From an optimization exercise on the open Yosys and OpenROAD flow, aimed at small area and a short achievable clock period; shortcuts taken in it are not production practice. No activity file was given, so power comes from the tool's default toggle rates.

// router_pkt_queue
module router_pkt_queue
#(
    parameter int CHANNELS  = 4,
    parameter int CH_SZ     = 2,
    parameter int DEPTH     = 4,
    parameter int PTR_SZ    = 2,
    parameter int WIDTH     = 11,
    parameter int UWIDTH    = 8,
    parameter int PTR_IN_SZ = 4
) (
    input  logic                 clk,
    input  logic                 rst,
    input  logic                 wen,
    input  logic [CH_SZ-1:0]     wch,
    input  logic [PTR_IN_SZ-1:0] waddr_in,
    input  logic [UWIDTH-1:0]    wdata,
    input  logic                 winc,
    input  logic [CH_SZ-1:0]     rch,
    input  logic [PTR_IN_SZ-1:0] raddr_in,
    input  logic                 rinc,
    output logic [UWIDTH-1:0]    rdata,
    output logic [CHANNELS-1:0]  wfull,
    output logic [CHANNELS-1:0]  rempty,
    output logic [1:0]           werr,
    output logic                 rerr,
    output logic [PTR_SZ:0]      rcount
);
    logic [1:0]          r_head  [CHANNELS];    
    logic [1:0]          r_tail  [CHANNELS];    
    logic [2:0]          r_th    [CHANNELS];    
    logic [CHANNELS-1:0] r_nfull;               
    logic [3:0]          r_len   [CHANNELS];    
    logic [CHANNELS-1:0] r_sbad;                
    logic [CHANNELS-1:0] r_pwe;                 
    logic [1:0]          r_pslot;
    logic [3:0]          r_paddr;
    logic [UWIDTH-1:0]   r_pdata;
    logic [3:0]          w_th     [CHANNELS];
    logic [3:0]          w_th_nxt [CHANNELS];
    logic [2:0]          w_cnt    [CHANNELS];
  ...
Settings: LEC_CHECK=0, CAP_MARGIN=20, CORE_MARGIN=2, CORE_UTILIZATION=60, CTS_BUF_LIST=sky130_fd_sc_hd__clkbuf_16, CTS_CLUSTER_DIAMETER=80, CTS_CLUSTER_SIZE=25, PLACE_DENSITY=0.7, SLEW_MARGIN=20, SETUP_SLACK_MARGIN=6.3, BUFFER_PORTS_ARGS=-buffer_cell sky130_fd_sc_hd__buf_4; clock period 10.0 ns.
standard.sh (not shown) runs the stock make flow with config.mk's settings and CLKGATE_MAP_FILE= SYNTH_SCRIPT=/design/flow/synth_recipe.tcl, a recipe that flattens the netlist after the stock synthesis.
==> flow/flow/run.sh <==
#!/bin/bash
set -e
cp config.mk config.orig.mk
cat flow/extra.mk >> config.mk
bash standard.sh $(cat flow/make_args.txt) finish > standard.log 2>&1
==> flow/flow/extra.mk <==
export SETUP_SLACK_MARGIN = 6.3
export BUFFER_PORTS_ARGS = -buffer_cell sky130_fd_sc_hd__buf_4
==> flow/flow/make_args.txt <==
MATCH_CELL_FOOTPRINT=0
==> next run, changes <==
==> flow/flow/extra.mk (replaced) <==
export SETUP_SLACK_MARGIN = 6.5
export BUFFER_PORTS_ARGS = -buffer_cell sky130_fd_sc_hd__buf_4
Settings changed: CORE_UTILIZATION 60 to 70, PLACE_DENSITY 0.7 to 0.8, SETUP_SLACK_MARGIN 6.3 to 6.5.
After rerunning: Cell count is lower by 3.2%. Setup slack improves by 0.11 ns. Critical path depth came out higher by 2.
==> next run, changes <==
Settings changed: CORE_UTILIZATION 70 to 60, PLACE_DENSITY 0.8 to 0.7.
The new run completed without violations.
Setup slack improved by 0.043 ns.
Final cell count increases by 4.0%.
Synthesized area stays the same.
Combinational power stays flat.
Total power stays flat.
Hold slack improved by 0.0043 ns.
Cell area increases by 0.45%.
Routed wire length increases by 1.1%.
Synthesized cell count stays the same.
Non-clock buffer count decreases by 7.
Die area increases by 16%.
==> next run, changes <==
==> flow/flow/extra.mk (replaced) <==
export SETUP_SLACK_MARGIN = 6.8
export BUFFER_PORTS_ARGS = -buffer_cell sky130_fd_sc_hd__buf_4
Settings changed: SETUP_SLACK_MARGIN 6.5 to 6.8.
After rerunning: Maximum frequency rises by 1.5%. Worst setup slack improved by 0.053 ns. Worst hold slack got worse by 0.0055 ns. Cell area went up by 2.8%. Core utilization rises by 1.9 points. Non-clock buffer count goes up by 79. Critical path depth goes down by 2. Total power hardly moves. Routed wire length hardly moves.
==> next run, changes <==
==> flow/flow/extra.mk (replaced) <==
export SETUP_SLACK_MARGIN = 6.5
export BUFFER_PORTS_ARGS = -buffer_cell sky130_fd_sc_hd__buf_4
Settings changed: CTS_BUF_LIST sky130_fd_sc_hd__clkbuf_16 to sky130_fd_sc_hd__clkbuf_8, CTS_CLUSTER_DIAMETER 80 to 60, CTS_CLUSTER_SIZE 25 to 16, SETUP_SLACK_MARGIN 6.8 to 6.5.
What happened:
- The new run passed the timing, DRC and antenna checks
- sequential cell count does not change
- core utilization fell by 2.3 points
- synthesized area stays the same
- sequential power is about the same
- final cell count fell by 1.0%
- sequential share of layout area rose by 2.4 points
- critical path depth fell by 1
- die area is unchanged
No run of this note included a check of the RTL's function; only the layout flow was run.

========
== the reference run ==
Starting RTL as in the previous note.
==> flow/config.mk <==
export PLATFORM = sky130hd
export DESIGN_NAME = router_pkt_queue
export DESIGN_NICKNAME = router_pkt_queue
export VERILOG_FILES = /design/flow/design.v
export SDC_FILE = /design/flow/constraint.sdc
export NUM_CORES = 4
export LEC_CHECK = 0
export CAP_MARGIN = 20
export CORE_MARGIN = 2
export CORE_UTILIZATION = 60
export CTS_BUF_LIST = sky130_fd_sc_hd__clkbuf_16
export CTS_CLUSTER_DIAMETER = 80
export CTS_CLUSTER_SIZE = 25
export PLACE_DENSITY = 0.7
export SLEW_MARGIN = 20
export TNS_END_PERCENT = 5
export SETUP_SLACK_MARGIN = 6.6
export BUFFER_PORTS_ARGS = -buffer_cell sky130_fd_sc_hd__buf_4
==> flow/constraint.sdc <==
create_clock -name core_clock -period 10.0 [get_ports {clk}]
set_input_delay 2.0000 -clock core_clock [delete_from_list [all_inputs] [get_ports {clk}]]
set_output_delay 2.0000 -clock core_clock [all_outputs]
set_load 0.01 [all_outputs]
==> flow/flow/extra.mk <==
export SETUP_SLACK_MARGIN = 6.6
export BUFFER_PORTS_ARGS = -buffer_cell sky130_fd_sc_hd__buf_4
Scripts as last shown in full above: flow/flow/run.sh, flow/flow/make_args.txt
For the trial run, these inputs were changed with respect to the reference run:
# the reference run
export LEC_CHECK = 0
export CAP_MARGIN = 20
export CORE_MARGIN = 2
export CORE_UTILIZATION = 60
export CTS_BUF_LIST = sky130_fd_sc_hd__clkbuf_16
export CTS_CLUSTER_DIAMETER = 80
export CTS_CLUSTER_SIZE = 25
export PLACE_DENSITY = 0.7
export SLEW_MARGIN = 20
export TNS_END_PERCENT = 5
export SETUP_SLACK_MARGIN = 6.6
export BUFFER_PORTS_ARGS = -buffer_cell sky130_fd_sc_hd__buf_4
create_clock -name core_clock -period 10.0 [get_ports {clk}]
# the trial run
export LEC_CHECK = 0
export CAP_MARGIN = 20
export CORE_MARGIN = 2
export CORE_UTILIZATION = 60
export CTS_BUF_LIST = sky130_fd_sc_hd__clkbuf_16
export CTS_CLUSTER_DIAMETER = 80
export CTS_CLUSTER_SIZE = 25
export PLACE_DENSITY = 0.7
export SLEW_MARGIN = 20
export SETUP_SLACK_MARGIN = 6.6
export BUFFER_PORTS_ARGS = -buffer_cell sky130_fd_sc_hd__buf_4
create_clock -name core_clock -period 10.0 [get_ports {clk}]
Results
Per the final summary, the trial run finished and its layout is clean on timing, DRC and antenna. Summary of the trial run over the reference run: fmax shows an increase of about 1.5%; clock period minus worst slack shows a reduction of 0.054 ns; number of gates resized after CTS shows an increase of 12%.
Function was not checked in any run of this note: the RTL went through the layout flow alone.

## re-timing with driven ports
How much do the figures lean on ideal ports? The routed layouts below were timed once more, with nothing changed but the port constraints.
Step 1 assumes that a clkbuf_16 drives the clock port and a buf_2 every other input.
Step 2, shift: input delay + t, output delay - t, t = (earliest + latest rising clock arrival at the registers) / 2. This alone moves slack from input paths to output paths.
a / b / c = no drivers / after step 1 / after step 2; a / b = the first two.
run | shift t [ns] | slack for setup (ns) | latest minus earliest clock arrival (ns)
the first run of note 1 | 0.710 | 6.243 / 6.278 / 5.580 | 0.039 / 0.039
the second run of note 1 | 0.720 | 6.350 / 6.327 / 5.608 | 0.039 / 0.039
the third run of note 1 | 0.724 | 6.393 / 6.393 / 5.669 | 0.038 / 0.038
the fourth run of note 1 | 0.721 | 6.446 / 6.314 / 5.593 | 0.038 / 0.038
the fifth run of note 1 | 0.820 | 6.465 / 6.463 / 5.643 | 0.073 / 0.072
the reference run | 0.710 | 6.378 / 6.361 / 5.650 | 0.030 / 0.029
the trial run | 0.714 | 6.432 / 6.380 / 5.666 | 0.038 / 0.039
After both steps setup and hold are still met in every run listed. For the fourth run of note 1, which loses most, drivers alone change the setup slack by -0.132 ns; drivers and shift together by -0.853 ns.
